Background: an optimization exercise with open tools, aiming at small area, a short achievable clock period and few clock cycles per item. Do not read the settings as production practice. The RTL was checked by simulation tests, not by an equivalence proof against the original design. Power figures rest on the tool's default switching activity, not on a simulated workload.

job 3139:
==> flow/design.v (excerpt) <==
module file_transfer_sector_splitter
#(
    parameter int SECTOR_BYTES      = FTSS_SECTOR_BYTES,
    parameter int FILE_SECTOR_LIMIT = FTSS_FILE_SECTOR_LIMIT
) (
    input  logic                aclk,
    input  logic                aresetn,
    input  logic                psel,
    input  logic                penable,
    input  logic                pwrite,
    input  logic [ADDR_W-1:0]   paddr,
    input  logic [31:0]         pwdata,
    output logic [31:0]         prdata,
    output logic                pready,
    input  logic                s_valid,
    output logic                s_ready,
    input  logic                s_req_type,
    input  logic [FILE_W-1:0]   s_file_index,
    input  logic signed [31:0]  s_position,
    input  logic [31:0]         s_transfer_length,
    output logic                m_valid,
    input  logic                m_ready,
    output logic [STATUS_W-1:0] m_status,
    output logic [31:0]         m_physical_sector,
    output logic [OFFSET_W-1:0] m_sector_offset,
    output logic [COUNT_W-1:0]  m_chunk_bytes,
    output logic                m_last
);
==> flow/config.mk <==
export PLATFORM = sky130hd
export DESIGN_NAME = file_transfer_sector_splitter
export DESIGN_NICKNAME = file_transfer_sector_splitter
export VERILOG_FILES = /design/flow/design.v
export SDC_FILE = /design/flow/constraint.sdc
export NUM_CORES = 4
export LEC_CHECK = 0
export ABC_AREA = 1
export CAP_MARGIN = 20
export CORE_MARGIN = 2
export CORE_UTILIZATION = 65
export SLEW_MARGIN = 20
==> flow/constraint.sdc <==
create_clock -name core_clock -period 5.5 [get_ports {aclk}]
set_input_delay 1.1000 -clock core_clock [delete_from_list [all_inputs] [get_ports {aclk}]]
set_output_delay 1.1000 -clock core_clock [all_outputs]
set_load 0.01 [all_outputs]
standard.sh (not shown) runs the stock make flow with config.mk's settings and CLKGATE_MAP_FILE= SYNTH_SCRIPT=/design/flow/synth_recipe.tcl, a recipe that flattens the netlist after the stock synthesis.
==> flow/flow/run.sh <==
#!/bin/bash
# The standard layout (standard.sh, standard synthesis), with the port buffers
# made as sky130_fd_sc_hd__buf_1 cells.
set -euo pipefail
bash standard.sh "BUFFER_PORTS_ARGS=-buffer_cell sky130_fd_sc_hd__buf_1" finish > make_finish.log 2>&1
Testbench counts of job 3139, summed over its fixed seeds: cycles 49,244, requests 12,000.
> inputs changed (job 3139 -> job 1276)
# job 3139
export LEC_CHECK = 0
export ABC_AREA = 1
export CAP_MARGIN = 20
export CORE_MARGIN = 2
export CORE_UTILIZATION = 65
export SLEW_MARGIN = 20
create_clock -name core_clock -period 5.5 [get_ports {aclk}]
# job 1276
export LEC_CHECK = 0
export CAP_MARGIN = 20
export CORE_MARGIN = 2
export CORE_UTILIZATION = 40
export SLEW_MARGIN = 20
create_clock -name core_clock -period 5.5 [get_ports {aclk}]
==> flow/run.sh (new file) <==
#!/bin/bash
# synth_recipe.tcl (not shown) runs the flow's synth.tcl, then flattens the netlist and writes it again
# the make line also repeats each setting of config.mk as NAME=value (left out here)
make -C /OpenROAD-flow-scripts/flow DESIGN_CONFIG=/design/flow/config.mk WORK_HOME=/design/flow/orfs CLKGATE_MAP_FILE= SYNTH_SCRIPT=/design/flow/synth_recipe.tcl finish
removed: flow/flow/run.sh
removed: flow/standard.sh
## What came out
- Cmp job 3139 and job 1276 / clock network fraction of design power / higher: job 1276
- Relative to job 3139, fraction of the mapped netlist area in simple logic gates has decreased by 6.8 points in job 1276.
- Job 1276: non-clock buffering overhead in the final layout is 8.6 points higher than what job 3139 reported.
- Comparing job 3139 against job 1276, there is no change at all in number of nets with antenna violations after detailed routing.
- Compared with job 3139, in job 1276 x dimension of the die grew by about 27%, worst ir drop on vdd decreased 46 µV, routed wire length now smaller, CTS clock-pin slew for the worst setup and hold paths now sits lower.
- Cmp job 3139 and job 1276 / core utilization / lower: job 1276
- Job 1276 vs job 3139, xor/xnor cell area share of the yosys netlist went up by 4.4 points.
- On power after layout, job 3139 and job 1276 are neck and neck.
Here is what was changed in the inputs of job 9687 compared with job 1276.
==> flow/flow/run.sh (new file) <==
#!/bin/bash
# The standard layout (standard.sh, standard synthesis), with the port buffers
# made as sky130_fd_sc_hd__buf_1 cells.
set -euo pipefail
bash standard.sh "BUFFER_PORTS_ARGS=-buffer_cell sky130_fd_sc_hd__buf_1" finish > make_finish.log 2>&1
==> flow/standard.sh (new file) <==
#!/bin/bash
# synth_recipe.tcl (not shown) runs the flow's synth.tcl, then flattens the netlist and writes it again
# the make line also repeats each setting of config.mk as NAME=value (left out here)
make -C /OpenROAD-flow-scripts/flow DESIGN_CONFIG=/design/flow/config.mk WORK_HOME=/design/flow/orfs CLKGATE_MAP_FILE= SYNTH_SCRIPT=/design/flow/synth_recipe.tcl "${@:-finish}"
removed: flow/run.sh
Job 9687: combinational logic power about 8% below job 1276
Cmp job 1276 and job 9687 / global routing met3 resource utilization / higher: job 1276
Between job 1276 and job 9687, part of the power in combinational logic is higher for job 1276, job 9687 comes in under that.
The worst setup path startpoint comes out r_s0[0]$_DFFE_PP_ in one run and r_s0[1]$_DFFE_PP_ in the other, namely in job 1276 and job 9687 respectively.

* * *

Another version of the RTL of file_transfer_sector_splitter (not shown whole).
Size: ~2700 cells after synthesis, roughly 180 flip-flops.
// file_transfer_sector_splitter
module file_transfer_sector_splitter
#(
    parameter int SECTOR_BYTES      = FTSS_SECTOR_BYTES,
    parameter int FILE_SECTOR_LIMIT = FTSS_FILE_SECTOR_LIMIT
) (
    input  logic                aclk,
    input  logic                aresetn,
    input  logic                psel,
    input  logic                penable,
    input  logic                pwrite,
    input  logic [ADDR_W-1:0]   paddr,
    input  logic [31:0]         pwdata,
    output logic [31:0]         prdata,
    output logic                pready,
    input  logic                s_valid,
    output logic                s_ready,
    input  logic                s_req_type,
    input  logic [FILE_W-1:0]   s_file_index,
    input  logic signed [31:0]  s_position,
    input  logic [31:0]         s_transfer_length,
    output logic                m_valid,
    input  logic                m_ready,
    output logic [STATUS_W-1:0] m_status,
    output logic [31:0]         m_physical_sector,
    output logic [OFFSET_W-1:0] m_sector_offset,
    output logic [COUNT_W-1:0]  m_chunk_bytes,
    output logic                m_last
);
    logic        erased_reg;
    logic [5:0]  spf_reg;
    logic [31:0] main_reg;
    logic [31:0] backup_reg;
    logic        cfg_write;
    logic [1:0]  cfg_index;
    assign pready    = 1'b1;
    assign cfg_write = psel && penable && pwrite;
  ...
clock: 5.5 ns
lec_check: 0
abc_area: 1
cap_margin: 20
core_margin: 2
core_utilization: 40
setup_slack_margin: 0.8
slew_margin: 20
==> flow/flow/run.sh <==
#!/bin/bash
# The standard layout (standard.sh), with Yosys's adder-cell mapping turned off
# (ABC maps adders and comparators as plain logic) and the port buffers made as
# sky130_fd_sc_hd__buf_1 cells. Registers are those of the standard synthesis.
set -euo pipefail
bash standard.sh ADDER_MAP_FILE= "BUFFER_PORTS_ARGS=-buffer_cell sky130_fd_sc_hd__buf_1" finish > make_finish.log 2>&1
Testbench counts at the start, summed over its fixed seeds: cycles 49,244, requests 12,000.
==> next run, changes <==
--- a/flow/config.mk
+++ b/flow/config.mk
@@ -12 +12 @@
-export SETUP_SLACK_MARGIN = 0.8
+export SETUP_SLACK_MARGIN = 1.35
Die area stays the same.
Clock skew hardly moves.
Maximum frequency goes up by roughly a tenth.
Global-route usage went down by 0.14 points.
==> next run, changes <==
--- a/flow/config.mk
+++ b/flow/config.mk
@@ -12 +12 @@
-export SETUP_SLACK_MARGIN = 1.35
+export SETUP_SLACK_MARGIN = 2.2
Effect: Clock-buffer cell count is unchanged. Synthesized area does not change. Design area came out higher by 23%.
==> next run, changes <==
--- a/flow/config.mk
+++ b/flow/config.mk
@@ -11,2 +11,2 @@
-export CORE_UTILIZATION = 40
-export SETUP_SLACK_MARGIN = 2.2
+export CORE_UTILIZATION = 55
+export SETUP_SLACK_MARGIN = 1.2
Outcome: Combinational power went down by about 32%. Power fell by 14%. Final cell count decreases by about 8%. Die area is lower by 27%.

## static timing again, ports no longer ideal
In the flow no input, the clock included, has a driving cell. The finished layouts below were timed again as built, in two steps.
Step 1 sets driving cells, clkbuf_16 on the clock port and buf_2 on the other inputs (assumed; they add their load-dependent delay and slew).
Step 2 adds t to the input delays and takes it off the output delays; t is the mean of the earliest and latest rising clock arrival at the registers after step 1. Input paths then give back, and output paths get back, about the clock's delay inside the block.
Slacks: no drivers / after step 1 / after step 2; pairs: no drivers / after step 1.
run	t (ns)	slack for setup (ns)	clock arrival spread, ns	slew at the worst register clock pin (ns)	worst data-port slew with drivers (ns)
job 3139	0.498	0.260 / 0.260 / 0.094	0.021 / 0.021	0.09 / 0.09	0.04
job 1276	0.512	0.261 / 0.261 / -0.218	0.013 / 0.013	0.07 / 0.07	0.05
job 9687	0.506	0.218 / 0.218 / 0.012	0.015 / 0.015	0.08 / 0.08	0.07
the first run of note 2	0.501	1.095 / 1.035 / 0.826	0.010 / 0.010	0.07 / 0.07	0.09
the second run of note 2	0.504	1.506 / 1.496 / 1.241	0.007 / 0.008	0.08 / 0.08	0.07
the third run of note 2	0.501	1.696 / 1.654 / 1.613	0.014 / 0.014	0.08 / 0.08	0.08
the fourth run of note 2	0.497	1.355 / 1.355 / 1.147	0.013 / 0.013	0.08 / 0.08	0.08
Met with ideal ports but missed after step 2: setup timing in job 1276. For job 1276, which loses most, drivers alone change the setup slack by 0.000 ns; drivers and shift together by -0.479 ns.
